From an optimization exercise on the open Yosys and OpenROAD flow, aimed at small area, a short achievable clock period and few clock cycles per item; shortcuts taken in it are not production practice. The RTL was checked by simulation tests, not by an equivalence proof against the original design. Power and IR drop assume default switching activity.

[flow/run.sh]
#!/bin/bash
# synth_recipe.tcl (not shown) runs the flow's synth.tcl, then flattens the netlist and writes it again
# the make line also repeats each setting of config.mk as NAME=value (left out here)
make -C /OpenROAD-flow-scripts/flow DESIGN_CONFIG=/design/flow/config.mk WORK_HOME=/design/flow/orfs CLKGATE_MAP_FILE= SYNTH_SCRIPT=/design/flow/synth_recipe.tcl finish
[flow/config.mk]
export PLATFORM = sky130hd
export DESIGN_NAME = mvm_top
export DESIGN_NICKNAME = mvm_top
export VERILOG_FILES = /design/flow/design.v
export SDC_FILE = /design/flow/constraint.sdc
export NUM_CORES = 4
export LEC_CHECK = 0
export ABC_AREA = 1
export CAP_MARGIN = 20
export CORE_MARGIN = 2
export CORE_UTILIZATION = 50
export CTS_CLUSTER_DIAMETER = 80
export CTS_CLUSTER_SIZE = 26
export SETUP_SLACK_MARGIN = 3.4
export SLEW_MARGIN = 20
[flow/constraint.sdc]
create_clock -name core_clock -period 6.5 [get_ports {clk}]
set_input_delay 1.3000 -clock core_clock [delete_from_list [all_inputs] [get_ports {clk}]]
set_output_delay 1.3000 -clock core_clock [all_outputs]
set_load 0.01 [all_outputs]
[flow/design.v]
`default_nettype none
package mvm_pkg;
	localparam int ROWS   = 16;   
	localparam int COLS   = 16;   
	localparam int DATA_W = 8;
	localparam int ACC_W  = 16;   
	localparam int RING   = COLS + 1;   
	localparam int PH_W   = 5;    
	typedef logic signed [DATA_W-1:0] elem_t;
	typedef logic signed [ACC_W-1:0]  acc_t;
endpackage
`default_nettype wire
`timescale 1ns/1ps
`default_nettype none
module word_ram #(
	parameter int WIDTH = 8,
	parameter int DEPTH = 17
) (
	input  logic                         clk,
	input  logic                         ins,
	input  logic [WIDTH-1:0]             wdata,
	output logic [DEPTH-1:0][WIDTH-1:0]  slot
);
	always_ff @(posedge clk) begin
		slot[0] <= ins ? wdata : slot[DEPTH-1];
		for (int i = 1; i < DEPTH; i++) begin
			slot[i] <= slot[i-1];
		end
	end
endmodule
`default_nettype wire
`timescale 1ns/1ps
`default_nettype none
module mac_row #(
	parameter int TAP = 0
) (
	input  logic           clk,
	input  logic           ins,        
	input  mvm_pkg::elem_t data_q,
	input  logic           first,      
	input  logic           live,       
	input  logic [9:0]     xm1,        
	input  logic [9:0]     xm2,        
	input  logic [9:0]     xm3,
	input  logic [9:0]     xn1,
	input  logic [9:0]     xn2,
	output mvm_pkg::acc_t  acc_s,      
	output mvm_pkg::acc_t  acc_c
);
	logic [mvm_pkg::RING-1:0][mvm_pkg::DATA_W-1:0] slot;
	mvm_pkg::elem_t a_elem;
	word_ram #(
		.WIDTH(mvm_pkg::DATA_W),
		.DEPTH(mvm_pkg::RING)
	) ring_i (
		.clk  (clk),
		.ins  (ins),
		.wdata(data_q),
		.slot (slot)
	);
	assign a_elem = slot[TAP];
	logic [3:0][9:0] row;      
	logic [3:0]      row_t9;   
	logic [3:0][2:0] e;        
	logic [15:0] s_g, c_g, s_next, c_next;
	always_comb begin
		for (int j = 0; j < 4; j++) begin
			e[j][0] = a_elem[2*j] & ~a_elem[2*j+1];
			e[j][1] = ~a_elem[2*j] & a_elem[2*j+1];
			e[j][2] = a_elem[2*j] & a_elem[2*j+1];
		end
		for (int j = 0; j < 3; j++) begin
			row[j]    = ({10{e[j][0]}} & xm1) | ({10{e[j][1]}} & xm2) | ({10{e[j][2]}} & xm3);
			row_t9[j] = live & ~((e[j][0] & xm1[9]) | (e[j][1] & xm2[9]) | (e[j][2] & xm3[9]));
		end
		row[3]    = ({10{e[3][0]}} & xm1) | ({10{e[3][1]}} & xn2) | ({10{e[3][2]}} & xn1);
		row_t9[3] = live & ~((e[3][0] & xm1[9]) | (e[3][1] & xn2[9]) | (e[3][2] & xn1[9]));
	end
	assign s_g = first ? 16'h6000 : acc_s;
	assign c_g = first ? 16'd0 : acc_c;
	logic s1;
	logic c2;
	logic s3;
	logic c4;
	logic s5;
	logic c6;
	logic s7;
	logic c8;
	logic s9;
	logic c10;
	logic s11;
	logic c12;
	logic s13;
	logic c14;
	logic s15;
	logic c16;
	logic s17;
	logic c18;
	logic s19;
	logic c20;
	logic s21;
	logic c22;
	logic s23;
	logic c24;
	logic s25;
	logic c26;
	logic s27;
	logic c28;
	logic s29;
	logic c30;
	logic s31;
	logic c32;
	logic s33;
	logic c34;
	logic s35;
	logic c36;
	logic s37;
	logic c38;
	logic s39;
	logic c40;
	logic s41;
	logic c42;
	logic s43;
	logic c44;
	logic s45;
	logic c46;
	logic s47;
	logic c48;
	logic s49;
	logic c50;
	logic s51;
	logic c52;
	logic s53;
	logic c54;
	logic s55;
	logic c56;
	logic s57;
	logic c58;
	logic s59;
	logic c60;
	logic s61;
	logic c62;
	logic s63;
	logic c64;
	logic s65;
	logic c66;
	logic s67;
	logic c68;
	logic s69;
	logic c70;
	logic s71;
	logic c72;
	logic s73;
	logic c74;
	logic s75;
	logic c76;
	logic s77;
	logic c78;
	logic s79;
	logic c80;
	logic s81;
	logic c82;
	logic s83;
	logic c84;
	logic s85;
	logic c86;
	logic s87;
	logic c88;
	logic s89;
	logic c90;
	logic s91;
	logic c92;
	logic s93;
	logic c94;
	logic t95;
	assign s1 = (s_g[0]) ^ (row[0][0]);
	assign c2 = (s_g[0]) & (row[0][0]);
	assign s3 = (s_g[4]) ^ (c_g[4]);
	assign c4 = (s_g[4]) & (c_g[4]);
	assign s5 = (s_g[5]) ^ (c_g[5]) ^ (row[0][5]);
	assign c6 = ((s_g[5]) & (c_g[5])) | ((s_g[5]) & (row[0][5])) | ((c_g[5]) & (row[0][5]));
	assign s7 = (s_g[6]) ^ (c_g[6]) ^ (row[0][6]);
	assign c8 = ((s_g[6]) & (c_g[6])) | ((s_g[6]) & (row[0][6])) | ((c_g[6]) & (row[0][6]));
	assign s9 = (row[1][4]) ^ (row[2][2]);
	assign c10 = (row[1][4]) & (row[2][2]);
	assign s11 = (s_g[7]) ^ (c_g[7]) ^ (row[0][7]);
	assign c12 = ((s_g[7]) & (c_g[7])) | ((s_g[7]) & (row[0][7])) | ((c_g[7]) & (row[0][7]));
	assign s13 = (row[1][5]) ^ (row[2][3]) ^ (row[3][1]);
	assign c14 = ((row[1][5]) & (row[2][3])) | ((row[1][5]) & (row[3][1])) | ((row[2][3]) & (row[3][1]));
	assign s15 = (s_g[8]) ^ (c_g[8]) ^ (row[0][8]);
	assign c16 = ((s_g[8]) & (c_g[8])) | ((s_g[8]) & (row[0][8])) | ((c_g[8]) & (row[0][8]));
	assign s17 = (row[1][6]) ^ (row[2][4]) ^ (row[3][2]);
	assign c18 = ((row[1][6]) & (row[2][4])) | ((row[1][6]) & (row[3][2])) | ((row[2][4]) & (row[3][2]));
	assign s19 = (s_g[9]) ^ (c_g[9]) ^ (row_t9[0]);
	assign c20 = ((s_g[9]) & (c_g[9])) | ((s_g[9]) & (row_t9[0])) | ((c_g[9]) & (row_t9[0]));
	assign s21 = (row[1][7]) ^ (row[2][5]) ^ (row[3][3]);
	assign c22 = ((row[1][7]) & (row[2][5])) | ((row[1][7]) & (row[3][3])) | ((row[2][5]) & (row[3][3]));
	assign s23 = (s_g[10]) ^ (c_g[10]) ^ (row[1][8]);
	assign c24 = ((s_g[10]) & (c_g[10])) | ((s_g[10]) & (row[1][8])) | ((c_g[10]) & (row[1][8]));
	assign s25 = (row[2][6]) ^ (row[3][4]);
	assign c26 = (row[2][6]) & (row[3][4]);
	assign s27 = (s_g[11]) ^ (c_g[11]) ^ (row_t9[1]);
	assign c28 = ((s_g[11]) & (c_g[11])) | ((s_g[11]) & (row_t9[1])) | ((c_g[11]) & (row_t9[1]));
	assign s29 = (row[2][7]) ^ (row[3][5]);
	assign c30 = (row[2][7]) & (row[3][5]);
	assign s31 = (s_g[12]) ^ (c_g[12]) ^ (row[2][8]);
	assign c32 = ((s_g[12]) & (c_g[12])) | ((s_g[12]) & (row[2][8])) | ((c_g[12]) & (row[2][8]));
	assign s33 = (s_g[13]) ^ (c_g[13]);
	assign c34 = (s_g[13]) & (c_g[13]);
	assign s35 = (c2) ^ (s_g[1]);
	assign c36 = (c2) & (s_g[1]);
	assign s37 = (s_g[2]) ^ (c_g[2]) ^ (row[0][2]);
	assign c38 = ((s_g[2]) & (c_g[2])) | ((s_g[2]) & (row[0][2])) | ((c_g[2]) & (row[0][2]));
	assign s39 = (s_g[3]) ^ (c_g[3]) ^ (row[0][3]);
	assign c40 = ((s_g[3]) & (c_g[3])) | ((s_g[3]) & (row[0][3])) | ((c_g[3]) & (row[0][3]));
	assign s41 = (s3) ^ (row[0][4]) ^ (row[1][2]);
	assign c42 = ((s3) & (row[0][4])) | ((s3) & (row[1][2])) | ((row[0][4]) & (row[1][2]));
	assign s43 = (c4) ^ (s5) ^ (row[1][3]);
	assign c44 = ((c4) & (s5)) | ((c4) & (row[1][3])) | ((s5) & (row[1][3]));
	assign s45 = (c6) ^ (s7) ^ (s9);
	assign c46 = ((c6) & (s7)) | ((c6) & (s9)) | ((s7) & (s9));
	assign s47 = (c8) ^ (c10) ^ (s11);
	assign c48 = ((c8) & (c10)) | ((c8) & (s11)) | ((c10) & (s11));
	assign s49 = (c12) ^ (c14) ^ (s15);
	assign c50 = ((c12) & (c14)) | ((c12) & (s15)) | ((c14) & (s15));
	assign s51 = (c16) ^ (c18) ^ (s19);
	assign c52 = ((c16) & (c18)) | ((c16) & (s19)) | ((c18) & (s19));
	assign s53 = (c20) ^ (c22) ^ (s23);
	assign c54 = ((c20) & (c22)) | ((c20) & (s23)) | ((c22) & (s23));
	assign s55 = (c24) ^ (c26) ^ (s27);
	assign c56 = ((c24) & (c26)) | ((c24) & (s27)) | ((c26) & (s27));
	assign s57 = (c28) ^ (c30) ^ (s31);
	assign c58 = ((c28) & (c30)) | ((c28) & (s31)) | ((c30) & (s31));
	assign s59 = (c32) ^ (s33) ^ (row_t9[2]);
	assign c60 = ((c32) & (s33)) | ((c32) & (row_t9[2])) | ((s33) & (row_t9[2]));
	assign s61 = (c34) ^ (s_g[14]) ^ (c_g[14]);
	assign c62 = ((c34) & (s_g[14])) | ((c34) & (c_g[14])) | ((s_g[14]) & (c_g[14]));
	assign s63 = (s_g[15]) ^ (c_g[15]);
	assign c64 = (s_g[15]) & (c_g[15]);
	assign s65 = (s35) ^ (c_g[1]);
	assign c66 = (s35) & (c_g[1]);
	assign s67 = (c36) ^ (s37) ^ (row[1][0]);
	assign c68 = ((c36) & (s37)) | ((c36) & (row[1][0])) | ((s37) & (row[1][0]));
	assign s69 = (c38) ^ (s39) ^ (row[1][1]);
	assign c70 = ((c38) & (s39)) | ((c38) & (row[1][1])) | ((s39) & (row[1][1]));
	assign s71 = (c40) ^ (s41) ^ (row[2][0]);
	assign c72 = ((c40) & (s41)) | ((c40) & (row[2][0])) | ((s41) & (row[2][0]));
	assign s73 = (c42) ^ (s43) ^ (row[2][1]);
	assign c74 = ((c42) & (s43)) | ((c42) & (row[2][1])) | ((s43) & (row[2][1]));
	assign s75 = (c44) ^ (s45) ^ (row[3][0]);
	assign c76 = ((c44) & (s45)) | ((c44) & (row[3][0])) | ((s45) & (row[3][0]));
	assign s77 = (c46) ^ (s47) ^ (s13);
	assign c78 = ((c46) & (s47)) | ((c46) & (s13)) | ((s47) & (s13));
	assign s79 = (c48) ^ (s49) ^ (s17);
	assign c80 = ((c48) & (s49)) | ((c48) & (s17)) | ((s49) & (s17));
	assign s81 = (c50) ^ (s51) ^ (s21);
	assign c82 = ((c50) & (s51)) | ((c50) & (s21)) | ((s51) & (s21));
	assign s83 = (c52) ^ (s53) ^ (s25);
	assign c84 = ((c52) & (s53)) | ((c52) & (s25)) | ((s53) & (s25));
	assign s85 = (c54) ^ (s55) ^ (s29);
	assign c86 = ((c54) & (s55)) | ((c54) & (s29)) | ((s55) & (s29));
	assign s87 = (c56) ^ (s57) ^ (row[3][6]);
	assign c88 = ((c56) & (s57)) | ((c56) & (row[3][6])) | ((s57) & (row[3][6]));
	assign s89 = (c58) ^ (s59) ^ (row[3][7]);
	assign c90 = ((c58) & (s59)) | ((c58) & (row[3][7])) | ((s59) & (row[3][7]));
	assign s91 = (c60) ^ (s61) ^ (row[3][8]);
	assign c92 = ((c60) & (s61)) | ((c60) & (row[3][8])) | ((s61) & (row[3][8]));
	assign s93 = (c62) ^ (s63) ^ (row_t9[3]);
	assign c94 = ((c62) & (s63)) | ((c62) & (row_t9[3])) | ((s63) & (row_t9[3]));
	assign t95 = (c92) ^ (s93);
	assign s_next[0] = s1;
	assign s_next[1] = s65;
	assign s_next[2] = c66;
	assign s_next[3] = c68;
	assign s_next[4] = c70;
	assign s_next[5] = c72;
	assign s_next[6] = c74;
	assign s_next[7] = c76;
	assign s_next[8] = c78;
	assign s_next[9] = c80;
	assign s_next[10] = c82;
	assign s_next[11] = c84;
	assign s_next[12] = c86;
	assign s_next[13] = c88;
	assign s_next[14] = c90;
	assign s_next[15] = t95;
	assign c_next[0] = '0;
	assign c_next[1] = row[0][1];
	assign c_next[2] = s67;
	assign c_next[3] = s69;
	assign c_next[4] = s71;
	assign c_next[5] = s73;
	assign c_next[6] = s75;
	assign c_next[7] = s77;
	assign c_next[8] = s79;
	assign c_next[9] = s81;
	assign c_next[10] = s83;
	assign c_next[11] = s85;
	assign c_next[12] = s87;
	assign c_next[13] = s89;
	assign c_next[14] = s91;
	assign c_next[15] = '0;
	always_ff @(posedge clk) begin
		acc_s <= s_next;
		acc_c <= c_next;
	end
endmodule
`default_nettype wire
`timescale 1ns/1ps
`default_nettype none
module result_store (
	input  logic                              clk,
	input  logic                              rd_go,     
	input  mvm_pkg::acc_t [mvm_pkg::ROWS-1:0] acc_s,
	input  mvm_pkg::acc_t [mvm_pkg::ROWS-1:0] acc_c,
	output mvm_pkg::acc_t                     data_out
);
	logic [mvm_pkg::ROWS-1:0] rd_oh;   
	mvm_pkg::acc_t            sel_s;
	mvm_pkg::acc_t            sel_c;
	always_comb begin
		sel_s = '0;
		sel_c = '0;
		for (int r = 0; r < mvm_pkg::ROWS; r++) begin
			sel_s |= acc_s[r] & {mvm_pkg::ACC_W{rd_oh[r]}};
			sel_c |= acc_c[r] & {mvm_pkg::ACC_W{rd_oh[r]}};
		end
	end
	always_ff @(posedge clk) begin
		rd_oh    <= rd_go ? mvm_pkg::ROWS'(1) : {rd_oh[mvm_pkg::ROWS-2:0], 1'b0};
		data_out <= sel_s + sel_c;
	end
endmodule
`default_nettype wire
`timescale 1ns/1ps
`default_nettype none
module mvm_sequencer (
	input  logic                      clk,
	input  logic                      reset,
	input  logic                      load_matrix,
	input  logic                      load_vector,
	input  logic                      start,
	output logic [mvm_pkg::ROWS-1:0]  row_ins,    
	output logic                      vec_ins,    
	output logic [mvm_pkg::PH_W-1:0]  x_sel,      
	output logic                      x_valid,    
	output logic                      m_first,    
	output logic                      m_live,     
	output logic                      rd_go,      
	output logic                      done
);
	localparam logic [mvm_pkg::PH_W-1:0] PH_LAST = mvm_pkg::PH_W'(mvm_pkg::RING - 1);
	logic [mvm_pkg::PH_W-1:0] ph;
	logic       m_act;
	logic [7:0] m_cnt;
	logic [3:0] v_cnt;
	logic       aligned;    
	logic       valid;      
	logic       fb_wait;
	logic       fb_run;
	logic       m_fb_last;
	logic [5:0] x_sel_sum;
	logic [mvm_pkg::PH_W-1:0] x_sel_shift;
	assign x_sel_sum   = 6'(x_sel) + 6'(ph) + 6'd2;
	assign x_sel_shift = (x_sel_sum >= 6'd34) ? 5'(x_sel_sum - 6'd34)
		: (x_sel_sum >= 6'd17) ? 5'(x_sel_sum - 6'd17) : 5'(x_sel_sum);
	always_ff @(posedge clk) begin
		if (reset) begin
			ph <= '0;
		end else if (load_matrix) begin
			ph <= PH_LAST;
		end else begin
			ph <= (ph == PH_LAST) ? '0 : ph + 1'b1;
		end
	end
	always_ff @(posedge clk) begin
		if (reset) begin
			m_act <= 1'b0;
		end else if (load_matrix) begin
			m_act <= 1'b1;
		end else if (m_act && m_cnt == 8'hff) begin
			m_act <= 1'b0;
		end
		m_cnt <= load_matrix ? 8'd0 : m_cnt + 8'd1;
		for (int r = 0; r < mvm_pkg::ROWS; r++) begin
			row_ins[r] <= !reset && m_act && (m_cnt[7:4] == r[3:0]);
		end
	end
	always_ff @(posedge clk) begin
		if (reset) begin
			vec_ins <= 1'b0;
		end else if (load_vector) begin
			vec_ins <= 1'b1;
		end else if (v_cnt == 4'hf) begin
			vec_ins <= 1'b0;
		end
		v_cnt <= load_vector ? 4'd0 : v_cnt + 4'd1;
		if (load_vector) begin
			x_sel   <= (ph == PH_LAST) ? PH_LAST : PH_LAST - 5'd1 - ph;
			aligned <= (ph == '0);
		end else if (load_matrix) begin
			x_sel   <= x_sel_shift;   
		end
	end
	always_ff @(posedge clk) begin
		if (reset) begin
			valid <= 1'b0;
		end else if (load_matrix) begin
			valid <= 1'b0;
		end else if (load_vector) begin
			valid <= (ph == '0);
		end else if (m_fb_last) begin
			valid <= 1'b1;
		end
	end
	always_ff @(posedge clk) begin
		if (reset) begin
			fb_wait <= 1'b0;
			fb_run  <= 1'b0;
		end else begin
			if (start && !valid) begin
				if (ph == '0) begin
					fb_run <= 1'b1;
				end else begin
					fb_wait <= 1'b1;
				end
			end
			if (fb_wait && ph == '0) begin
				fb_wait <= 1'b0;
				fb_run  <= 1'b1;
			end
			if (fb_run && ph == PH_LAST) begin
				fb_run <= 1'b0;
			end
		end
	end
	assign x_valid = (vec_ins && aligned) || fb_run;
	assign rd_go   = !reset && ((start && valid) || m_fb_last);
	always_ff @(posedge clk) begin
		if (reset) begin
			m_first   <= 1'b0;
			m_live    <= 1'b0;
			m_fb_last <= 1'b0;
			done      <= 1'b0;
		end else begin
			m_first   <= x_valid && (ph == 5'd1);
			m_live    <= x_valid;
			m_fb_last <= fb_run && (ph == PH_LAST);
			done      <= rd_go;
		end
	end
endmodule
`default_nettype wire
`timescale 1ns/1ps
`default_nettype none
module mvm_top (
	input  logic           clk,
	input  logic           reset,
	input  logic           load_matrix,
	input  logic           load_vector,
	input  logic           start,
	input  mvm_pkg::elem_t data_in,
	output logic           done,
	output mvm_pkg::acc_t  data_out
);
	logic [mvm_pkg::ROWS-1:0] row_ins;
	logic                     vec_ins;
	logic [mvm_pkg::PH_W-1:0] x_sel;
	logic                     x_valid;
	logic                     rd_go;
	logic                     m_first;
	logic                     m_live;
	mvm_pkg::elem_t           data_q;
	mvm_pkg::elem_t           x_src;
	mvm_pkg::elem_t           x_ring_q;
	logic [9:0]               xm1, xm2, xm3, xn1, xn2;
	logic [9:0]               x_ext;
	logic [mvm_pkg::RING-1:0][mvm_pkg::DATA_W-1:0] x_slot;
	mvm_pkg::acc_t [mvm_pkg::ROWS-1:0] acc_s;
	mvm_pkg::acc_t [mvm_pkg::ROWS-1:0] acc_c;
	mvm_sequencer seq_i (
		.clk        (clk),
		.reset      (reset),
		.load_matrix(load_matrix),
		.load_vector(load_vector),
		.start      (start),
		.row_ins    (row_ins),
		.vec_ins    (vec_ins),
		.x_sel      (x_sel),
		.x_valid    (x_valid),
		.m_first    (m_first),
		.m_live     (m_live),
		.rd_go      (rd_go),
		.done       (done)
	);
	word_ram #(
		.WIDTH(mvm_pkg::DATA_W),
		.DEPTH(mvm_pkg::RING)
	) vec_ring_i (
		.clk  (clk),
		.ins  (vec_ins),
		.wdata(data_in),
		.slot (x_slot)
	);
	always_ff @(posedge clk) begin
		data_q <= data_in;
	end
	always_ff @(posedge clk) begin
		x_ring_q <= mvm_pkg::elem_t'(x_slot[x_sel]);
	end
	assign x_src = vec_ins ? data_in : x_ring_q;
	assign x_ext = 10'(x_src);
	always_ff @(posedge clk) begin
		xm1 <= x_valid ? x_ext : '0;
		xn1 <= x_valid ? -x_ext : '0;
		xm3 <= x_valid ? x_ext + (x_ext << 1) : '0;
	end
	assign xm2 = xm1 << 1;
	assign xn2 = xn1 << 1;
	for (genvar r = 0; r < mvm_pkg::ROWS; r++) begin : g_row
		mac_row #(
			.TAP((r + 1) % mvm_pkg::RING)
		) row_i (
			.clk     (clk),
			.ins     (row_ins[r]),
			.data_q  (data_q),
			.first   (m_first),
			.live    (m_live),
			.xm1     (xm1),
			.xm2     (xm2),
			.xm3     (xm3),
			.xn1     (xn1),
			.xn2     (xn2),
			.acc_s   (acc_s[r]),
			.acc_c   (acc_c[r])
		);
	end
	result_store res_i (
		.clk      (clk),
		.rd_go    (rd_go),
		.acc_s    (acc_s),
		.acc_c    (acc_c),
		.data_out (data_out)
	);
endmodule
`default_nettype wire
==> summary.txt, run 1 <==
Run status
  • Outcome: timing/DRC/antenna clean

Power
  • Maximum resistive drop on vdd: 0.3101 mV
  • Power Density: 370.9 nW/µm²
  • Post-layout power: 0.03830 W
  • Leakage Power: 44.48 nW

Routing
  • Final wirelength: 278900 µm
  • DRT Pass-1 Iters: 7
  • Post-Route M1 WL: 119300 µm
  • Highest routing layer actually used: met5
  • WL/cell: 25.85 µm
  • Met2 routed wirelength: 115500 µm
  • Antenna-violating nets left: 0
  • Vias per std cell: 5.445
  • Iteration-0 DRC Markers: 6328
  • Via count: 58760
  • DRC errors left: 0
  • Routed wl met3: 28420 µm

Synth
  • Synthesized cell area: 94390 µm²
  • Distinct cell type count after synthesis: 51
  • Top cells by area, synth: dfxtp_1 (62%), fa_1 (13%), inv_1 (4.4%)
  • Yosys top cell by area: dfxtp_1
  • Yosys warns: 20
  • Most common cell in the synthesized netlist: dfxtp_1
  • EDFF count, synth: 6
  • Prevailing post-synth register cell: dfxtp_1
  • Syn Nets: 9005
  • Seq/Total Area, Yosys: 0.6182
  • Number of synthesized register bits: 2912
  • Syn_area_per_cell: 11.48 µm²
  • Ys async rst share: 0
  • Commonest cells in the netlist: dfxtp_1 (2906), inv_1 (1107), nand2_1 (1013)
  • Top cell type's share of synthesized area: 0.6163
  • Synth Instances: 8222

Worst setup path
  • Crit path kind: flop to flop
  • Crit path max fanout: 20
  • Slowest cell on the critical path: o22ai_1
  • Worst-case reg-to-reg path depth: 14
  • Crit start category: flop
  • Crit-path cells: buf_4 > clkinvlp_4 > buf_4 > o22ai_1 > a21oi_1 > nand4_1 > ha_1 > nand2_1 > nand2_1 > a21oi_2 > o21ai_1 > nand2_1 > nand2_1 > xor2_1
  • Worst EP arrival: 3860 ps
  • R2R setup slack: 3380 ps
  • RR Startpoint: res_i.rd_oh[12]
  • CP max stage delay: 540 ps
  • CP required: 7240 ps
  • Worst setup path startpoint: res_i.rd_oh[12]
  • R2r endpoint: res_i.data_out[10]
  • Critical Path End Type: flop
  • Critical Path Most Common Cell: nand2_1
  • Worst Setup EP: res_i.data_out[10]

Floorplanning
  • Die W: 438.5 µm
  • Die area: 192300 µm²
  • Core area: 187600 µm²
  • Height of the die: 438.5 µm
  • I/O Pins: 30
  • Initial Util: 0.5032
  • Row count: 159

Placed design
  • GP Congestion: 1.076
  • Port bufs: 29
  • Cell Area, Placed: 97200 µm²
  • Pre-CTS WS: 2436 ps
  • Hpwl dp: 189400 µm

Layout
  • Total Nets Final: 9011
  • Fin area: 103300 µm²
  • Fraction of layout cells with a size suffix above 1: 0.07276
  • Area grow syn2layout: 9.388%

CTS
  • CTS Sinks: 2912
  • Root Driver: clkbuf_16
  • Total CTS buffers: 155
  • Max clock buf depth: 3
  • H-tree depth: 4
  • Worst-Skew Late Latency: 870 ps
  • CTS tree: built
  • CTS Hold Buffers Added: 0
  • Clock-pin slew on the worst setup and hold paths: 90 ps

Timing
  • Final setup viols: 0
  • Max_slew headroom: 0.1799
  • Highest Clock Rate: 0.3209 GHz
  • Post-route setup TNS: 0 ps
  • Worst slew pin tran: 1230 ps
  • Period utilisation layout: 0.4794
  • Fin crit period: 3116 ps
  • Clk_skew: 38.59 ps
  • Slew Limit Fails: 0
  • WHS: 307.1 ps
  • Worst setup margin: 3384 ps
  • Fin. Hold Viols: 0
  • RSZ-0062 raised after global routing: yes

Global route
  • GRT Util Overall: 0.2888
  • Number of global-route vias before repair: 57510
  • Initial antenna violation count: 25
  • Grt ovf: 0
  • Pin count of the biggest net entering global routing: 126
  • First-pass GRT wire length: 399700 µm

Run
  • Max_cap viols: 0

Min path
  • Hold Crit Class: flop to flop
cells in the final DEF (no fill, tap or decap), types with 13 or more instances in the layout:
master | synthesis | layout
nor2_1 | 653 | 649
o211ai_1 | 32 | 32
a221oi_1 | 31 | 20
a21oi_1 | 264 | 258
fa_1 | 595 | 595
nand4_1 | 46 | 46
nand3_1 | 63 | 63
clkbuf_16 | 0 | 165
dfxtp_2 | 0 | 19
a211oi_1 | 33 | 25
clkdlybuf4s50_1 | 0 | 17
inv_16 | 0 | 14
buf_6 | 5 | 15
clkinvlp_4 | 0 | 13
ha_1 | 175 | 172
o22ai_1 | 231 | 227
buf_4 | 4 | 82
o221ai_1 | 300 | 299
inv_1 | 1107 | 1081
o2111ai_1 | 32 | 31
nand2_1 | 1013 | 1010
o21ai_1 | 16 | 18
buf_12 | 0 | 16
xnor2_1 | 21 | 21
dfxtp_1 | 2906 | 2875
mux2_2 | 120 | 120
xor2_1 | 42 | 42
o21ai_0 | 150 | 148
metal layers:
metal,GRT usage,vias to the layer above
met3,0.07286,783
met4,0.1365,14
li1,-,26160
met1,0.4071,28680
met2,0.4161,3120
met5,0.002730,-
flip-flops by register name (all words and copies together), names as in the netlist, 7 cells and up:
register and cells:
vec_ring_i.slot 136, res_i.data_out 16, xm3 7, x_ring_q 8
xm1 7, g_row.row_i.acc_s 256, data_q 8, seq_i.m_cnt 8
seq_i.row_ins 16, g_row.row_i.ring_i.slot 2176, g_row.row_i.acc_c 224, res_i.rd_oh 16
xn1 10
power breakdown:
group          internal [W]  switching, W
clock               0.00476       0.00599
combinational       0.00229       0.00502
sequential           0.0191       0.00118
worst min path at each step:
stage	start	end	slack [ps]	depth (start not counted)
floorplan	g_row[0].row_i.ring_i.slot[92]	g_row[0].row_i.ring_i.slot[100]	310	0
global placement	g_row[1].row_i.ring_i.slot[62]	g_row[1].row_i.ring_i.slot[70]	310	0
detailed placement	g_row[11].row_i.ring_i.slot[94]	g_row[11].row_i.ring_i.slot[102]	310	0
CTS	g_row[12].row_i.ring_i.slot[98]	g_row[12].row_i.ring_i.slot[106]	310	0
global route	g_row[0].row_i.ring_i.slot[47]	g_row[0].row_i.ring_i.slot[55]	320	0
finish	g_row[6].row_i.ring_i.slot[106]	g_row[6].row_i.ring_i.slot[114]	310	0
through the flow:
stage                     utilization  cells
after floorplan                     -   8222
after detailed placement       0.5181  10510
final                          0.5504  10790
after CTS                      0.5464  10750
after global routing           0.5503  10780
after global placement         0.5181  10510
final cells by class:
class                   count  area (µm²)
clock buffers             164        4028
multi-input cells        3875       30770
repair buffers            161        1785
flip-flops and latches   2912       58420
fillers                 15990       84350
clock inverters            52       760.7
inverters                1122        4334
repair inverters            1       5.005
well taps                2495        3122
diodes                     10       25.02
worst max-delay path, delay by kind of cell, from the launching register on:
family / cells / cell delay [ps]
xor+xnor: 1 / 160
flops: 1 / 320
fa+ha+maj: 1 / 320
compound gates: 4 / 990
simple gates: 5 / 540
buf+inv: 3 / 660
kinds of logic after synthesis:
group                    count (synthesis)  share of synthesized area
adder cells (fa/ha/maj)                770                     0.1494
AND/OR/NAND/NOR                       1814                    0.07530
flip-flops                            2912                     0.6182
buffers and inverters                 1435                    0.05819
AO/OA/AOI/OAI                         1108                    0.07874
XOR/XNOR                                63                   0.005846
multiplexers                           120                    0.01432
what timing repair did:
item,4_1_cts,5_1_grt
endpoints found under the hold margin,0,0
resized for setup,92,85
setup endpoints to repair,338,107
setup buffers,15,29
pin swaps,2,8
gates cloned,1,7
Testbench counts, summed over its fixed seeds: cycles 10,104, items 192.
==> run 2, diff against run 1 <==
--- a/flow/config.mk
+++ b/flow/config.mk
@@ -9,7 +9,7 @@
 export CAP_MARGIN = 20
 export CORE_MARGIN = 2
 export CORE_UTILIZATION = 50
-export CTS_CLUSTER_DIAMETER = 80
-export CTS_CLUSTER_SIZE = 26
-export SETUP_SLACK_MARGIN = 3.4
+export CTS_CLUSTER_DIAMETER = 100
+export CTS_CLUSTER_SIZE = 24
+export SETUP_SLACK_MARGIN = 3.6
 export SLEW_MARGIN = 20
==> summary.txt, run 2 <==
Timing
  • WHS: 297.8 ps
  • Fin crit period: 2998 ps
  • Post-route setup TNS: 0 ps
  • Fin. Hold Viols: 0
  • RSZ-0062 raised after global routing: yes
  • Max_slew headroom: 0.2124
  • Final setup viols: 0
  • Clk_skew: 64.51 ps
  • Slew Limit Fails: 0
  • Period utilisation layout: 0.4612
  • Highest Clock Rate: 0.3336 GHz
  • Worst slew pin tran: 1181 ps

Routing
  • WL/cell: 26.98 µm
  • Via count: 59580
  • Antenna-violating nets left: 0
  • Final wirelength: 292600 µm
  • Iteration-0 DRC Markers: 6993
  • DRC errors left: 0
  • DRT Pass-1 Iters: 9
  • Vias per std cell: 5.493

Power
  • Seq pwr share: 0.534
  • Switching Share: 0.3196
  • Comb power frac: 0.203
  • Power Density: 362.1 nW/µm²
  • Leakage Power: 45.05 nW
  • Maximum resistive drop on vdd: 0.2988 mV
  • Psw: 0.01214 W
  • Clock power share: 0.263
  • Int Pwr: 0.02583 W

Worst setup path
  • Worst EP arrival: 3740 ps
  • Crit path kind: flop to flop
  • R2R setup slack: 3500 ps
  • CP required: 7240 ps
  • Critical Path End Type: flop
  • Worst setup path startpoint: res_i.rd_oh[2]
  • R2r endpoint: res_i.data_out[6]
  • RR Startpoint: res_i.rd_oh[2]
  • Crit start category: flop
  • Worst Setup EP: res_i.data_out[6]
  • Crit path max fanout: 9
  • Worst-case reg-to-reg path depth: 11

Synth
  • Synthesized cell area: 94390 µm²
  • Syn_area_per_cell: 11.48 µm²
  • Synth Instances: 8222
  • Most common cell in the synthesized netlist: dfxtp_1
  • Simple-gate portion of the synthesized area: 0.07530
  • Combinational family with the most area after synthesis: adder cells
  • Prevailing post-synth register cell: dfxtp_1
  • Top cells by area, synth: dfxtp_1 (62%), fa_1 (13%), inv_1 (4.4%)
  • Distinct cell type count after synthesis: 51
  • Ys async rst share: 0
  • Commonest cells in the netlist: dfxtp_1 (2906), inv_1 (1107), nand2_1 (1013)
  • EDFF count, synth: 6
  • Yosys top cell by area: dfxtp_1
  • Compound-Gate Fraction of Synth Area: 0.07874
  • Adder-cell share of the synthesized area: 0.1494
  • Syn Nets: 9005
  • Yosys warns: 20
  • Synth Area in XOR/XNOR: 0.005846
  • Post-synthesis mux area share: 0.01432
  • Top cell type's share of synthesized area: 0.6163
  • Number of synthesized register bits: 2912
  • Seq/Total Area, Yosys: 0.6182

Floorplanning
  • Height of the die: 438.5 µm
  • Row count: 159
  • Initial Util: 0.5032
  • Core area: 187600 µm²
  • Die area: 192300 µm²
  • Die W: 438.5 µm
  • I/O Pins: 30

Layout
  • Biggest register: g_row.row_i.ring_i.slot
  • Fraction of layout cells with a size suffix above 1: 0.09680
  • Top Registers: g_row.row_i.ring_i.slot (2176), g_row.row_i.acc_s (256), g_row.row_i.acc_c (224)
  • Filler cell count: 15830
  • FF/Latch Area: 58460 µm²
  • Area grow syn2layout: 11.07%
  • Max reg flops: 2176
  • Total Nets Final: 9083
  • Most frequent cells in the layout: dfxtp_1 (2855), inv_1 (1076), nand2_1 (997), nor2_1 (625), fa_1 (570)
  • Finished Layout Cells: 10850
  • Most common cell after layout, fill and taps aside: dfxtp_1
  • Multi-input gate area: 31450 µm²

Placed design
  • Placed insts: 10510
  • GP Congestion: 1.076
  • Port bufs: 29
  • Hpwl dp: 189400 µm

CTS
  • Max clock buf depth: 3
  • Worst-Skew Late Latency: 900 ps
  • Total CTS buffers: 145
  • Clock-pin slew on the worst setup and hold paths: 110 ps
  • CTS tree: built
  • CTS Hold Buffers Added: 0
  • Root Driver: clkbuf_16
  • H-tree depth: 4
  • CTS Sinks: 2912

Global route
  • GRT Util Overall: 0.2952
  • Pin count of the biggest net entering global routing: 78
  • First-pass GRT wire length: 407300 µm
  • Grt ovf: 0
  • Initial antenna violation count: 27
  • Number of global-route vias before repair: 57890

Min path
  • Hold Crit Class: flop to flop

Run status
  • Outcome: timing/DRC/antenna clean

Run
  • Max_cap viols: 0
run 2: final cells by class:
type | count | area share
sequential | 2912 | 0.5576
multi-input combinational | 3875 | 0.3000
inverter | 1122 | 0.04167
clock buffer | 152 | 0.03527
timing repair buffer | 241 | 0.03029
tap | 2495 | 0.02978
clock inverter | 32 | 0.004762
antenna | 15 | 0.0003580
timing repair inverter | 3 | 0.0002745
run 2: per-layer routing:
metal	wire [µm]	track usage	part of all wire	vias up
met2	119000	0.4198	0.41	3389
met5	81	0	0.00028	-
met4	18010	0.1502	0.062	12
met1	121200	0.4113	0.41	29040
li1	-	-	-	26280
met3	34400	0.08281	0.12	870
run 2: power groups by stage:
stage	Clock [W]	Sequential (W)	Combinational (W)
after detailed placement	0	0.0206	0.00688
final	0.00999	0.0203	0.00771
after global routing	0.0108	0.0203	0.00852
after global placement	0	0.0206	0.00669
after floorplan	0	0.0198	0.00450
after CTS	0.0102	0.0202	0.00728
run 2: cell families (layout without fill, tap and decap cells):
group           count (synthesis)  in the layout
other cells                     0             15
xor+xnor                       63             63
mux                           120            120
fa+ha+maj                     770            770
flops                        2912           2912
buf+inv                      1435           1550
compound gates               1108           1108
simple gates                 1814           1814
run 2: stage by stage:
stage,power [W],area (µm²),util,worst slack (ps)
6_report,0.03797,104800,0.5589,3502
3_5_place_dp,0.02748,97200,0.5181,2436
4_1_cts,0.03770,103000,0.5490,3578
3_3_place_gp,0.02731,97190,0.5181,2333
2_1_floorplan,0.02434,94390,-,3688
5_1_grt,0.03966,104800,0.5587,3449
run 2: worst min path at each step:
| stage | startpoint | to | slack, ps | cells after the start |
|---|---|---|---|---|
| after floorplan | g_row[0].row_i.ring_i.slot[92] | g_row[0].row_i.ring_i.slot[100] | 310 | 0 |
| after global placement | g_row[1].row_i.ring_i.slot[62] | g_row[1].row_i.ring_i.slot[70] | 310 | 0 |
| after detailed placement | g_row[11].row_i.ring_i.slot[94] | g_row[11].row_i.ring_i.slot[102] | 310 | 0 |
| after CTS | g_row[14].row_i.ring_i.slot[50] | g_row[14].row_i.ring_i.slot[58] | 300 | 0 |
| after global routing | g_row[14].row_i.ring_i.slot[50] | g_row[14].row_i.ring_i.slot[58] | 310 | 0 |
| final | g_row[9].row_i.ring_i.slot[104] | g_row[9].row_i.ring_i.slot[112] | 300 | 0 |
run 2: critical path, stage by stage (launching register included):
cell and delay, ps:
dfxtp_1 370, clkinvlp_4 220, o22ai_1 220, a211oi_1 530, nand4_1 350, ha_4 410
nand2_1 60, inv_1 120, a21oi_4 80, buf_6 120, buf_4 120, xnor2_1 250
run 2: what timing repair did:
action / 4_1_cts / 5_1_grt
gates cloned: 11 / 27
buffers inserted: 50 / 47
gates resized for setup: 216 / 226
setup endpoints to repair: 381 / 161
pin swaps: 16 / 45
==> run 3, diff against run 2 <==
--- a/flow/config.mk
+++ b/flow/config.mk
@@ -5,11 +5,12 @@
 export SDC_FILE = /design/flow/constraint.sdc
 export NUM_CORES = 4
 export LEC_CHECK = 0
-export ABC_AREA = 1
+export ABC_AREA = 0
+export ABC_CLOCK_PERIOD_IN_PS = 3000
 export CAP_MARGIN = 20
 export CORE_MARGIN = 2
 export CORE_UTILIZATION = 50
 export CTS_CLUSTER_DIAMETER = 100
 export CTS_CLUSTER_SIZE = 24
-export SETUP_SLACK_MARGIN = 3.6
+export SETUP_SLACK_MARGIN = 3.4
 export SLEW_MARGIN = 20
==> summary.txt, run 3 <==
Synth
  • Top cell type's share of synthesized area: 0.5943
  • Most common cell in the synthesized netlist: dfxtp_1
  • Synth Instances: 7510
  • Distinct cell type count after synthesis: 65
  • Seq/Total Area, Yosys: 0.5962
  • Prevailing post-synth register cell: dfxtp_1
  • Syn_area_per_cell: 13.03 µm²
  • Ys async rst share: 0
  • Commonest cells in the netlist: dfxtp_1 (2906), fa_1 (595), inv_1 (538)
  • Yosys top cell by area: dfxtp_1
  • Top cells by area, synth: dfxtp_1 (59%), fa_1 (12%), mux2_2 (5.7%)
  • EDFF count, synth: 6
  • Syn Nets: 8293
  • Yosys warns: 20
  • Synthesized cell area: 97880 µm²
  • Number of synthesized register bits: 2912

Worst setup path
  • Crit start category: flop
  • Worst EP arrival: 3880 ps
  • Crit path kind: flop to flop
  • CP required: 7280 ps
  • Critical Path End Type: flop
  • Crit path max fanout: 10

Routing
  • DRT Pass-1 Iters: 7
  • Final wirelength: 275500 µm
  • WL/cell: 27.36 µm
  • Vias per std cell: 5.425
  • Via count: 54620
  • DRC errors left: 0
  • Iteration-0 DRC Markers: 5260
  • Antenna-violating nets left: 0

Floorplanning
  • I/O Pins: 30
  • Height of the die: 446.5 µm
  • Row count: 162
  • Die W: 446.5 µm
  • Die area: 199300 µm²
  • Core area: 194800 µm²
  • Initial Util: 0.5025

Power
  • Psw: 0.009995 W
  • Comb power frac: 0.150
  • Leakage Power: 45.55 nW
  • Maximum resistive drop on vdd: 0.2985 mV
  • Clock power share: 0.283
  • Seq pwr share: 0.566
  • Int Pwr: 0.02516 W
  • Switching Share: 0.2843
  • Power Density: 327.8 nW/µm²

CTS
  • H-tree depth: 4
  • Total CTS buffers: 147
  • Clock-pin slew on the worst setup and hold paths: 110 ps
  • Worst-Skew Late Latency: 880 ps
  • CTS tree: built
  • CTS Sinks: 2912
  • Root Driver: clkbuf_16
  • Max clock buf depth: 3

Global route
  • Initial antenna violation count: 29
  • First-pass GRT wire length: 388600 µm
  • Grt ovf: 0
  • Number of global-route vias before repair: 53910
  • Pin count of the biggest net entering global routing: 165
  • GRT Util Overall: 0.2740

Run
  • Max_cap viols: 0

Layout
  • Filler cell count: 16140
  • Most frequent cells in the layout: dfxtp_1 (2805), fa_1 (593), inv_1 (538), mux2_2 (495), nor2b_1 (437)
  • Biggest register: g_row.row_i.ring_i.slot
  • Total Nets Final: 8178
  • Fraction of layout cells with a size suffix above 1: 0.1531
  • Max reg flops: 2176
  • Top Registers: g_row.row_i.ring_i.slot (2176), g_row.row_i.acc_s (256), g_row.row_i.acc_c (224)
  • Most common cell after layout, fill and taps aside: dfxtp_1
  • Area grow syn2layout: 9.550%

Min path
  • Hold Crit Class: flop to flop

Timing
  • Fin crit period: 3096 ps
  • Worst setup margin: 3404 ps
  • Slew Limit Fails: 0
  • Worst slew pin tran: 1101 ps
  • Period utilisation layout: 0.4764
  • Highest Clock Rate: 0.3229 GHz
  • Max_slew headroom: 0.2652
  • Clk_skew: 52.52 ps
  • Post-route setup TNS: 0 ps
  • RSZ-0062 raised after global routing: yes
  • Final setup viols: 0
  • Fin. Hold Viols: 0

Placed design
  • Port bufs: 29
  • Pre-CTS WS: 2587 ps
  • Hpwl dp: 177900 µm
  • GP Congestion: 0.9686

Run status
  • Outcome: timing/DRC/antenna clean
==> run 3: cell count changes after synthesis, sizes merged, moves of 369 or more <==
cell and change:
a22o +369, inv -573, mux2 +375, nand2 -769
nor2 -516, nor2b +487
==> run 3: timing repair <==
item | in CTS | in global routing
gates resized for setup | 197 | 131
buffers inserted | 33 | 42
pin swaps | 8 | 28
hold buffers | 0 | 0
setup endpoints to repair | 335 | 174
cloned | 11 | 5
==> run 3: power by group through the flow <==
stage | Combinational (W) | Clock, W | Sequential [W]
finish | 0.00528 | 0.00996 | 0.0199
global route | 0.00583 | 0.0109 | 0.0199
CTS | 0.00489 | 0.0103 | 0.0200
detailed placement | 0.00457 | 0 | 0.0205
global placement | 0.00442 | 0 | 0.0205
floorplan | 0.00361 | 0 | 0.0194
==> run 3: area by class of cell <==
class,instances,area (µm²),area share
antenna,10,25.02,0.0002334
clock buffer,159,3797,0.03541
sequential,2912,58560,0.5461
clock inverter,30,421.7,0.003932
tap,2624,3283,0.03062
inverter,546,2049,0.01911
timing repair buffer,227,2831,0.02641
multi-input combinational,3561,36260,0.3381
==> run 3: metal layers <==
metal	wire, µm	GRT usage	share of wire	vias to the layer above
met5	47	0	0.00017	-
met4	17770	0.1553	0.065	6
met3	22330	0.05673	0.081	573
met2	117100	0.3986	0.43	2283
met1	118200	0.3806	0.43	27410
li1	-	-	-	24350
==> run 3: worst paths after layout <==
check	from	end	slack, ps	cells past startpoint
hold / removal	g_row[6].row_i.ring_i.slot[55]	g_row[6].row_i.ring_i.slot[63]	310	0
setup / recovery	res_i.rd_oh[10]	res_i.data_out[15]	3400	12
hold reg to reg	g_row[6].row_i.ring_i.slot[55]	g_row[6].row_i.ring_i.slot[63]	310	0
setup reg to reg	res_i.rd_oh[10]	res_i.data_out[15]	3400	12
==> run 3: worst max-delay path, stage by stage, from the launching register on <==
cell	delay [ps]
dfxtp_4	370
buf_12	130
buf_12	150
a22o_1	250
a221oi_1	250
nand4_1	200
ha_4	290
nor2b_2	170
o211ai_1	350
a31oi_2	200
a21o_4	300
a31oi_4	200
xnor2_1	140
==> run 3: logic make-up (layout without fill, tap and decap cells) <==
| family | after synthesis | count (layout) | share of synthesized area |
|---|---|---|---|
| XOR/XNOR | 79 | 79 | 0.007069 |
| buffers and inverters | 1037 | 962 | 0.04074 |
| adder cells (fa/ha/maj) | 770 | 770 | 0.1441 |
| other | 0 | 10 | 0 |
| multiplexers | 635 | 635 | 0.07737 |
| AO/OA/AOI/OAI | 899 | 899 | 0.06987 |
| flip-flops | 2912 | 2912 | 0.5962 |
| AND/OR/NAND/NOR | 1178 | 1178 | 0.06471 |
==> run 3: stage by stage <==
stage	cells	cell area, µm²	util	hold WS, ps	power (W)
floorplan	7510	97880	-	309.6	0.02297
global placement	9779	100500	0.5158	309.5	0.02488
detailed placement	9779	100500	0.5159	312.1	0.02503
CTS	10010	106100	0.5445	308.5	0.03510
global route	10060	107200	0.5504	316.6	0.03662
finish	10070	107200	0.5505	307.7	0.03515
==> run 4, diff against run 3 <==
==> flow/config.mk (replaced) <==
export PLATFORM = sky130hd
export DESIGN_NAME = mvm_top
export DESIGN_NICKNAME = mvm_top
export VERILOG_FILES = /design/flow/design.v
export SDC_FILE = /design/flow/constraint.sdc
export NUM_CORES = 4
export LEC_CHECK = 0
export ABC_AREA = 1
export CAP_MARGIN = 20
export CORE_MARGIN = 2
export CORE_UTILIZATION = 56
export CTS_CLUSTER_DIAMETER = 100
export CTS_CLUSTER_SIZE = 24
export SETUP_SLACK_MARGIN = 3.6
export SLEW_MARGIN = 20
==> summary.txt, run 4 <==
Global route
  • GRT Util Overall: 0.3290
  • First-pass GRT wire length: 406000 µm
  • Initial antenna violation count: 29
  • Number of global-route vias before repair: 57600
  • Pin count of the biggest net entering global routing: 66
  • Grt ovf: 0

Floorplanning
  • Die W: 414.6 µm
  • Core area: 167200 µm²
  • Row count: 150
  • I/O Pins: 30
  • Height of the die: 414.6 µm
  • Die area: 171900 µm²
  • Initial Util: 0.5645

Placed design
  • Port bufs: 29
  • GP Congestion: 1.145
  • Cell Area, Placed: 96880 µm²
  • Placed insts: 10220
  • Pre-CTS WS: 2771 ps
  • Hpwl dp: 188400 µm

Synth
  • Top cells by area, synth: dfxtp_1 (62%), fa_1 (13%), inv_1 (4.4%)
  • Synthesized cell area: 94390 µm²
  • Ys async rst share: 0
  • Top cell type's share of synthesized area: 0.6163
  • Synth Instances: 8222
  • Seq/Total Area, Yosys: 0.6182
  • Yosys top cell by area: dfxtp_1
  • Most common cell in the synthesized netlist: dfxtp_1
  • Commonest cells in the netlist: dfxtp_1 (2906), inv_1 (1107), nand2_1 (1013)
  • Syn Nets: 9005
  • EDFF count, synth: 6
  • Syn_area_per_cell: 11.48 µm²
  • Prevailing post-synth register cell: dfxtp_1
  • Yosys warns: 20
  • Distinct cell type count after synthesis: 51
  • Number of synthesized register bits: 2912

Worst setup path
  • Critical Path Most Common Cell: nand2_1
  • Crit path kind: flop to flop
  • Slowest cell on the critical path: or4_1
  • Crit-path cells: buf_4 > nand2_1 > nand4_1 > or4_1 > ha_1 > a21oi_1 > nand2_2 > a21oi_2 > o21ai_0 > nand2_1 > nand2_1 > xor2_1
  • Critical Path End Type: flop
  • Worst EP arrival: 3750 ps
  • CP required: 7230 ps
  • Crit start category: flop
  • Crit path max fanout: 15
  • CP max stage delay: 580 ps

Routing
  • DRC errors left: 0
  • Final wirelength: 294000 µm
  • Iteration-0 DRC Markers: 7280
  • Vias per std cell: 5.736
  • WL/cell: 27.95 µm
  • Antenna-violating nets left: 0
  • Via count: 60330
  • DRT Pass-1 Iters: 9

Timing
  • Slew Limit Fails: 0
  • Worst setup margin: 3486 ps
  • Period utilisation layout: 0.4637
  • Final setup viols: 0
  • Clk_skew: 57.52 ps
  • Fin. Hold Viols: 0
  • Highest Clock Rate: 0.3317 GHz
  • RSZ-0062 raised after global routing: yes
  • Max_slew headroom: 0.1771
  • Post-route setup TNS: 0 ps
  • Worst slew pin tran: 1234 ps
  • Fin crit period: 3014 ps

Layout
  • Most frequent cells in the layout: dfxtp_1 (2850), inv_1 (1070), nand2_1 (998), nor2_1 (612), fa_1 (573)
  • Top Registers: g_row.row_i.ring_i.slot (2176), g_row.row_i.acc_s (256), g_row.row_i.acc_c (224)
  • Biggest register: g_row.row_i.ring_i.slot
  • Fin area: 103600 µm²
  • Most common cell after layout, fill and taps aside: dfxtp_1
  • Fraction of layout cells with a size suffix above 1: 0.08895
  • Finished Layout Cells: 10520
  • Max reg flops: 2176
  • Filler cell count: 13400
  • Total Nets Final: 9043
  • Area grow syn2layout: 9.797%

Run status
  • Outcome: timing/DRC/antenna clean

CTS
  • Clock-pin slew on the worst setup and hold paths: 110 ps
  • Max clock buf depth: 3
  • H-tree depth: 4
  • Worst-Skew Late Latency: 870 ps
  • Root Driver: clkbuf_16
  • Total CTS buffers: 140
  • CTS tree: built
  • CTS Sinks: 2912

Power
  • Power Density: 362.2 nW/µm²
  • Leakage Power: 44.73 nW
  • Post-layout power: 0.03754 W
  • Maximum resistive drop on vdd: 0.2883 mV

Run
  • Max_cap viols: 0

Min path
  • Hold Crit Class: flop to flop
[run 4: cell count changes after synthesis, moves of 229 or more]
cell / delta
a22o_1: -369
nand2_1: +765
inv_1: +569
nor2b_1: -487
o22ai_1: +229
nor2_1: +515
mux2_2: -375
o221ai_1: +287
[run 4: repair_timing]
action | in CTS | in global routing
gates cloned | 10 | 22
resized for setup | 175 | 221
endpoints found under the setup margin | 361 | 162
pin swaps | 13 | 39
hold buffers | 0 | 0
buffers inserted | 35 | 34
[run 4: worst max-delay path, delay by kind of cell, from the launching register on]
family	cells	cell delay, ps
adder cells (fa/ha/maj)	1	380
AND/OR/NAND/NOR	6	1260
AO/OA/AOI/OAI	3	520
flip-flops	1	350
buffers and inverters	1	220
XOR/XNOR	1	150
[run 4: area by class of cell]
| class | instances | area, µm² | area share |
|---|---|---|---|
| antenna | 27 | 67.56 | 0.0006519 |
| inverter | 1122 | 4349 | 0.04196 |
| clock buffer | 148 | 3565 | 0.03439 |
| sequential | 2912 | 58460 | 0.5641 |
| tap | 2204 | 2758 | 0.02661 |
| timing repair buffer | 209 | 2940 | 0.02837 |
| multi-input combinational | 3875 | 31180 | 0.3009 |
| clock inverter | 20 | 317.8 | 0.003066 |
[run 4: layer usage]
layer,vias up,part of all wire,wire [µm],GRT usage
met5,-,0.00047,139,0
met4,14,0.076,22480,0.1886
met3,1115,0.12,36000,0.09385
met2,3798,0.40,118100,0.4668
met1,29210,0.40,117200,0.4515
li1,26190,-,-,-
[run 4: cell families after synthesis]
logic type / share of synthesized area
xor gates and xnor gates: 0.005846
and+or+nand+nor: 0.07530
AOI/OAI and AO/OA: 0.07874
adders and majority gates: 0.1494
muxes: 0.01432
DFF: 0.6182
buffers and inverters: 0.05819
[run 4: final timing paths]
path	startpoint	depth (start not counted)	slack, ps	to
worst min register to register	g_row[11].row_i.ring_i.slot[71]	0	300	g_row[11].row_i.ring_i.slot[79]
worst min-delay path	g_row[11].row_i.ring_i.slot[71]	0	300	g_row[11].row_i.ring_i.slot[79]
worst max register to register	res_i.rd_oh[1]	12	3490	res_i.data_out[10]
worst max-delay path	res_i.rd_oh[1]	12	3490	res_i.data_out[10]
[run 4: where the power goes]
group | switching, W | leakage, nW | internal [W]
clock network | 0.00551 | 1.89 | 0.00401
logic | 0.00530 | 19.1 | 0.00247
registers | 0.00117 | 23.7 | 0.0191
[run 4: per-stage QoR]
| stage | hold WS (ps) | util |
|---|---|---|
| floorplan | 309.6 | - |
| global placement | 309.7 | 0.5793 |
| detailed placement | 312.1 | 0.5793 |
| CTS | 296.8 | 0.6100 |
| global route | 302.4 | 0.6194 |
| finish | 297.0 | 0.6198 |
==> run 5, diff against run 4 <==
--- a/flow/config.mk
+++ b/flow/config.mk
@@ -8,8 +8,9 @@
 export ABC_AREA = 1
 export CAP_MARGIN = 20
 export CORE_MARGIN = 2
-export CORE_UTILIZATION = 56
+export CORE_UTILIZATION = 50
 export CTS_CLUSTER_DIAMETER = 100
 export CTS_CLUSTER_SIZE = 24
 export SETUP_SLACK_MARGIN = 3.6
 export SLEW_MARGIN = 20
+export TNS_END_PERCENT = 10
==> summary.txt, run 5 <==
Timing
  • Max_slew headroom: 0.2077
  • Clk_skew: 64.79 ps
  • Highest Clock Rate: 0.3212 GHz
  • Slew Limit Fails: 0
  • Fin crit period: 3113 ps
  • RSZ-0062 raised after global routing: yes
  • WHS: 297.2 ps
  • Period utilisation layout: 0.4790
  • Final setup viols: 0
  • Post-route setup TNS: 0 ps
  • Worst slew pin tran: 1188 ps
  • Fin. Hold Viols: 0

Synth
  • Synth Instances: 8222
  • Post-synthesis mux area share: 0.01432
  • Combinational family with the most area after synthesis: adder cells
  • Top cells by area, synth: dfxtp_1 (62%), fa_1 (13%), inv_1 (4.4%)
  • EDFF count, synth: 6
  • Simple-gate portion of the synthesized area: 0.07530
  • Syn_area_per_cell: 11.48 µm²
  • Top cell type's share of synthesized area: 0.6163
  • Distinct cell type count after synthesis: 51
  • Synth Area in XOR/XNOR: 0.005846
  • Syn Nets: 9005
  • Yosys top cell by area: dfxtp_1
  • Yosys warns: 20
  • Adder-cell share of the synthesized area: 0.1494
  • Number of synthesized register bits: 2912
  • Commonest cells in the netlist: dfxtp_1 (2906), inv_1 (1107), nand2_1 (1013)
  • Compound-Gate Fraction of Synth Area: 0.07874
  • Prevailing post-synth register cell: dfxtp_1
  • Synthesized cell area: 94390 µm²
  • Most common cell in the synthesized netlist: dfxtp_1
  • Ys async rst share: 0
  • Seq/Total Area, Yosys: 0.6182

Global route
  • GRT Util Overall: 0.2931
  • First-pass GRT wire length: 404700 µm
  • Pin count of the biggest net entering global routing: 78
  • Initial antenna violation count: 21
  • Number of global-route vias before repair: 57540
  • Grt ovf: 0

CTS
  • CTS tree: built
  • CTS Sinks: 2912
  • H-tree depth: 4
  • Clock-pin slew on the worst setup and hold paths: 100 ps
  • Worst-Skew Late Latency: 900 ps
  • Total CTS buffers: 145
  • Max clock buf depth: 3
  • Root Driver: clkbuf_16

Layout
  • Top Registers: g_row.row_i.ring_i.slot (2176), g_row.row_i.acc_s (256), g_row.row_i.acc_c (224)
  • Area grow syn2layout: 10.01%
  • Most frequent cells in the layout: dfxtp_1 (2873), inv_1 (1079), nand2_1 (1001), nor2_1 (649), fa_1 (588)
  • Fraction of layout cells with a size suffix above 1: 0.08291
  • Filler cell count: 15920
  • Total Nets Final: 9044
  • Biggest register: g_row.row_i.ring_i.slot
  • Most common cell after layout, fill and taps aside: dfxtp_1
  • Max reg flops: 2176

Worst setup path
  • Slowest cell on the critical path: fa_1
  • Crit path kind: flop to flop
  • Critical Path End Type: flop
  • Crit path max fanout: 26
  • Crit-path cells: clkinv_4 > buf_6 > o221ai_1 > fa_1 > inv_1 > fa_1 > inv_1 > fa_1
  • Worst EP arrival: 3860 ps
  • Critical Path Most Common Cell: fa_1
  • Worst Setup EP: g_row[3].row_i.acc_c[5]
  • CP required: 7250 ps
  • Worst-case reg-to-reg path depth: 8
  • R2r endpoint: g_row[3].row_i.acc_c[5]
  • RR Startpoint: xm1[4]
  • Worst setup path startpoint: xm1[4]
  • R2R setup slack: 3390 ps
  • CP max stage delay: 530 ps
  • Crit start category: flop

Min path
  • Hold Crit Class: flop to flop
  • Hold Path Cell Cnt: 0

Routing
  • Antenna-violating nets left: 0
  • WL/cell: 26.47 µm
  • Iteration-0 DRC Markers: 6394
  • Final wirelength: 285900 µm
  • Via count: 59110
  • DRT Pass-1 Iters: 6
  • Vias per std cell: 5.471
  • DRC errors left: 0

Placed design
  • GP Congestion: 1.076
  • Port bufs: 29
  • Hpwl dp: 189400 µm

Run
  • Max_cap viols: 0

Floorplanning
  • Row count: 159
  • Height of the die: 438.5 µm
  • Core area: 187600 µm²
  • I/O Pins: 30
  • Initial Util: 0.5032
  • Die area: 192300 µm²
  • Die W: 438.5 µm

Power
  • Leakage Power: 44.66 nW
  • Maximum resistive drop on vdd: 0.3123 mV
  • Power Density: 363.9 nW/µm²

Run status
  • Outcome: timing/DRC/antenna clean
## run 5: cell counts after synthesis
Identical to the previous run, type by type.
## run 5: what timing repair did
action,in CTS,in global routing
endpoints found under the setup margin,381,250
hold buffers,0,0
cloned,8,14
pin swaps,2,42
setup buffers,22,52
resized for setup,123,177
## run 5: routing by layer
metal  vias to the layer above  GRT usage  part of all wire
li1                      26180          -                 -
met1                     28970     0.4130              0.42
met2                      3184     0.4177              0.41
met3                       771    0.07678              0.11
met4                         4     0.1449             0.057
met5                         -          0          0.000080
## run 5: kinds of logic after synthesis
| group | after synthesis |
|---|---|
| and+or+nand+nor | 1814 |
| buffers and inverters | 1435 |
| xor gates and xnor gates | 63 |
| AOI/OAI and AO/OA | 1108 |
| adders and majority gates | 770 |
| muxes | 120 |
| DFF | 2912 |
## run 5: area by class of cell
type | count | area (µm²) | share of cell area
Sequential cell | 2912 | 58440 | 0.5627
Multi-Input combinational cell | 3875 | 31210 | 0.3005
Inverter | 1122 | 4353 | 0.04192
Clock buffer | 152 | 3697 | 0.03560
Tap cell | 2495 | 3122 | 0.03006
Timing Repair Buffer | 202 | 2482 | 0.02390
Clock inverter | 32 | 499.2 | 0.004807
Antenna cell | 11 | 27.53 | 0.0002651
Timing Repair inverter | 3 | 18.77 | 0.0001807
## run 5: power breakdown
part | internal, W | total (W) | switching, W
Clock | 0.00428 | 0.0100 | 0.00571
Sequential | 0.0191 | 0.0203 | 0.00120
Combinational | 0.00239 | 0.00753 | 0.00514
## run 5: stage by stage
stage          setup slack, ps  std cells  power (W)  area, µm²    util
2_1_floorplan             3688       8222    0.02434      94390       -
3_3_place_gp              2333      10510    0.02731      97190  0.5181
3_5_place_dp              2436      10510    0.02748      97200  0.5181
4_1_cts                   3333      10730    0.03757     102300  0.5453
5_1_grt                   3347      10790    0.03950     103800  0.5534
6_report                  3387      10800    0.03779     103800  0.5535
## run 5: critical path, delay by kind of cell (launching register included)
family | cells | cell delay, ps
flip-flops | 1 | 370
adder cells (fa/ha/maj) | 3 | 1500
AO/OA/AOI/OAI | 1 | 240
buffers and inverters | 4 | 820
## run 5: how the worst min path moves through the flow
stage                                         start                          endpoint
global route        g_row[14].row_i.ring_i.slot[50]   g_row[14].row_i.ring_i.slot[58]
detailed placement  g_row[11].row_i.ring_i.slot[94]  g_row[11].row_i.ring_i.slot[102]
CTS                 g_row[14].row_i.ring_i.slot[50]   g_row[14].row_i.ring_i.slot[58]
finish              g_row[14].row_i.ring_i.slot[50]   g_row[14].row_i.ring_i.slot[58]
floorplan            g_row[0].row_i.ring_i.slot[92]   g_row[0].row_i.ring_i.slot[100]
global placement     g_row[1].row_i.ring_i.slot[62]    g_row[1].row_i.ring_i.slot[70]
==> run 6, diff against run 5 <==
--- a/flow/config.mk
+++ b/flow/config.mk
@@ -8,9 +8,8 @@
 export ABC_AREA = 1
 export CAP_MARGIN = 20
 export CORE_MARGIN = 2
-export CORE_UTILIZATION = 50
+export CORE_UTILIZATION = 60
 export CTS_CLUSTER_DIAMETER = 100
 export CTS_CLUSTER_SIZE = 24
 export SETUP_SLACK_MARGIN = 3.6
 export SLEW_MARGIN = 20
-export TNS_END_PERCENT = 10
==> summary.txt, run 6 <==
Run status
  • Outcome: timing/DRC/antenna clean

Routing
  • Iteration-0 DRC Markers: 7870
  • Via count: 60000
  • Final wirelength: 278000 µm
  • DRT Pass-1 Iters: 7
  • WL/cell: 26.87 µm
  • DRC errors left: 0
  • Vias per std cell: 5.799
  • Antenna-violating nets left: 0

Run
  • Max_cap viols: 0

CTS
  • Root Driver: clkbuf_16
  • Total CTS buffers: 140
  • CTS Hold Buffers Added: 0
  • Clock-pin slew on the worst setup and hold paths: 110 ps
  • Worst-Skew Late Latency: 850 ps
  • Max clock buf depth: 3
  • H-tree depth: 4
  • CTS tree: built
  • CTS Sinks: 2912

Global route
  • Number of global-route vias before repair: 57880
  • Pin count of the biggest net entering global routing: 90
  • Grt peak-use layer: met2
  • Grt ovf: 0
  • GR met1 Demand/Resource: 0.4597
  • GRT Util Overall: 0.3333
  • GR Util met3: 0.1108
  • First-pass GRT wire length: 389200 µm
  • Initial antenna violation count: 16
  • Met2 usage: 0.4644

Synth
  • Number of synthesized register bits: 2912
  • EDFF count, synth: 6
  • Syn_area_per_cell: 11.48 µm²
  • Seq/Total Area, Yosys: 0.6182
  • Top cell type's share of synthesized area: 0.6163
  • Top cells by area, synth: dfxtp_1 (62%), fa_1 (13%), inv_1 (4.4%)
  • Commonest cells in the netlist: dfxtp_1 (2906), inv_1 (1107), nand2_1 (1013)
  • Yosys warns: 20
  • Distinct cell type count after synthesis: 51
  • Syn Nets: 9005
  • Yosys top cell by area: dfxtp_1
  • Synthesized cell area: 94390 µm²
  • Prevailing post-synth register cell: dfxtp_1
  • Synth Instances: 8222
  • Ys async rst share: 0
  • Most common cell in the synthesized netlist: dfxtp_1

Layout
  • Most common cell after layout, fill and taps aside: dfxtp_1
  • Multi-input gate area: 31290 µm²
  • Area grow syn2layout: 9.746%
  • Max reg flops: 2176
  • Finished Layout Cells: 10350
  • FF/Latch Area: 58500 µm²
  • Fin area: 103600 µm²
  • Biggest register: g_row.row_i.ring_i.slot
  • Fraction of layout cells with a size suffix above 1: 0.09050
  • Total Nets Final: 9032
  • Top Registers: g_row.row_i.ring_i.slot (2176), g_row.row_i.acc_s (256), g_row.row_i.acc_c (224)
  • Filler cell count: 11950
  • Most frequent cells in the layout: dfxtp_1 (2834), inv_1 (1077), nand2_1 (987), nor2_1 (609), fa_1 (586)

Worst setup path
  • Crit path max fanout: 20
  • Crit start category: flop
  • Slowest cell on the critical path: dfxtp_4
  • CP required: 7210 ps
  • Crit-path cells: clkinvlp_4 > o21ai_0 > a221oi_1 > o2111ai_1 > ha_1 > a21oi_1 > o21ai_0 > nand3_1 > o2111ai_1 > xor2_1
  • CP max stage delay: 580 ps
  • Bufs and invs on worst path: 1
  • Critical Path End Type: flop
  • Worst EP arrival: 3650 ps
  • Crit-path leading delay family: compound AO/OA/AOI/OAI gates
  • Crit path kind: flop to flop

Timing
  • Period utilisation layout: 0.4523
  • Final setup viols: 0
  • Clk_skew: 58.38 ps
  • Slew Limit Fails: 0
  • Highest Clock Rate: 0.3402 GHz
  • Fin. Hold Viols: 0
  • Max_slew headroom: 0.2069
  • Fin crit period: 2940 ps
  • Worst slew pin tran: 1188 ps
  • Post-route setup TNS: 0 ps
  • RSZ-0062 raised after global routing: yes
  • WHS: 308.6 ps

Placed design
  • Cell Area, Placed: 96610 µm²
  • GP Congestion: 1.083
  • Placed insts: 10070
  • Hpwl dp: 178200 µm
  • Port bufs: 29

Power
  • Leakage Power: 44.74 nW
  • Maximum resistive drop on vdd: 0.3053 mV
  • Power Density: 360.4 nW/µm²
  • Post-layout power: 0.03733 W

Floorplanning
  • Initial Util: 0.6043
  • Die area: 160500 µm²
  • Die W: 400.6 µm
  • Core area: 156200 µm²
  • I/O Pins: 30
  • Height of the die: 400.6 µm
  • Row count: 145

Min path
  • Hold Crit Class: flop to flop
run 6: worst reg2reg max path: cells and delay by family (launching register included):
kind	cells	cell delay [ps]
adder cells (fa/ha/maj)	1	370
buffers and inverters	1	320
AO/OA/AOI/OAI	6	1290
flip-flops	1	580
AND/OR/NAND/NOR	1	100
XOR/XNOR	1	170
run 6: layer usage:
metal | vias up | part of all wire | routed length (µm)
li1 | 26160 | - | -
met1 | 28810 | 0.39 | 109400
met2 | 3952 | 0.40 | 110200
met3 | 1074 | 0.14 | 37850
met4 | 2 | 0.074 | 20510
met5 | - | 0.000047 | 13
run 6: cell type report:
cell class                      instances  share of cell area
Sequential cell                      2912              0.5647
Clock inverter                         17            0.004119
Inverter                             1122             0.04206
Tap cell                             2058             0.02486
Timing Repair Buffer                  198             0.02724
Clock buffer                          152             0.03475
Multi-Input combinational cell       3875              0.3020
Antenna cell                           11           0.0002657
run 6: kinds of logic (layout without fill, tap and decap cells):
group,after synthesis,in the layout,share of synthesized area
AO/OA/AOI/OAI,1108,1108,0.07874
XOR/XNOR,63,63,0.005846
adder cells (fa/ha/maj),770,770,0.1494
buffers and inverters,1435,1489,0.05819
flip-flops,2912,2912,0.6182
multiplexers,120,120,0.01432
other,0,11,0
AND/OR/NAND/NOR,1814,1814,0.07530
run 6: worst paths after layout:
kind | cells after the start | startpoint | end | slack [ps]
hold / removal | 0 | g_row[6].row_i.ring_i.slot[24] | g_row[6].row_i.ring_i.slot[32] | 310
setup / recovery | 10 | res_i.rd_oh[4] | res_i.data_out[13] | 3560
setup reg to reg | 10 | res_i.rd_oh[4] | res_i.data_out[13] | 3560
hold reg to reg | 0 | g_row[6].row_i.ring_i.slot[24] | g_row[6].row_i.ring_i.slot[32] | 310
run 6: timing repair:
item                                    CTS  global route
endpoints found under the setup margin  383           199
buffers inserted                         34            33
endpoints found under the hold margin     0             0
gates cloned                              8            22
resized for setup                       215           242
pin swaps                                10            39
run 6: metrics by stage:
stage | setup slack [ps] | util
2_1_floorplan | 3688 | -
3_3_place_gp | 2802 | 0.6185
3_5_place_dp | 2745 | 0.6185
4_1_cts | 3451 | 0.6524
5_1_grt | 3532 | 0.6630
6_report | 3560 | 0.6632
run 6: power breakdown:
part           switching, W  internal [W]
combinational       0.00510       0.00248
clock               0.00558       0.00407
sequential          0.00103        0.0191
total                0.0117        0.0256

[separate check: timing with driven ports]
The flow's constraints put no driver on any port. The routed layouts listed below were extracted and timed again, unchanged, in two steps.
Step 1: set_driving_cell puts a clkbuf_16 on clk and a buf_2 on each other input, an assumption about the parent block.
Step 2 also shifts input and output timing later by t, the mid clock arrival at the registers, as if the neighbouring blocks saw the same clock.
Slacks: no drivers / after step 1 / after step 2; pairs: no drivers / after step 1.
run	t, ns	setup slack, ns
run 1	0.931	3.384 / 3.384 / 2.965
run 2	0.941	3.502 / 3.502 / 2.956
run 3	0.946	3.404 / 3.404 / 2.747
run 4	0.927	3.486 / 3.486 / 2.905
run 5	0.944	3.387 / 3.356 / 2.900
run 6	0.910	3.560 / 3.560 / 2.913
After both steps setup and hold are still met in every run listed.
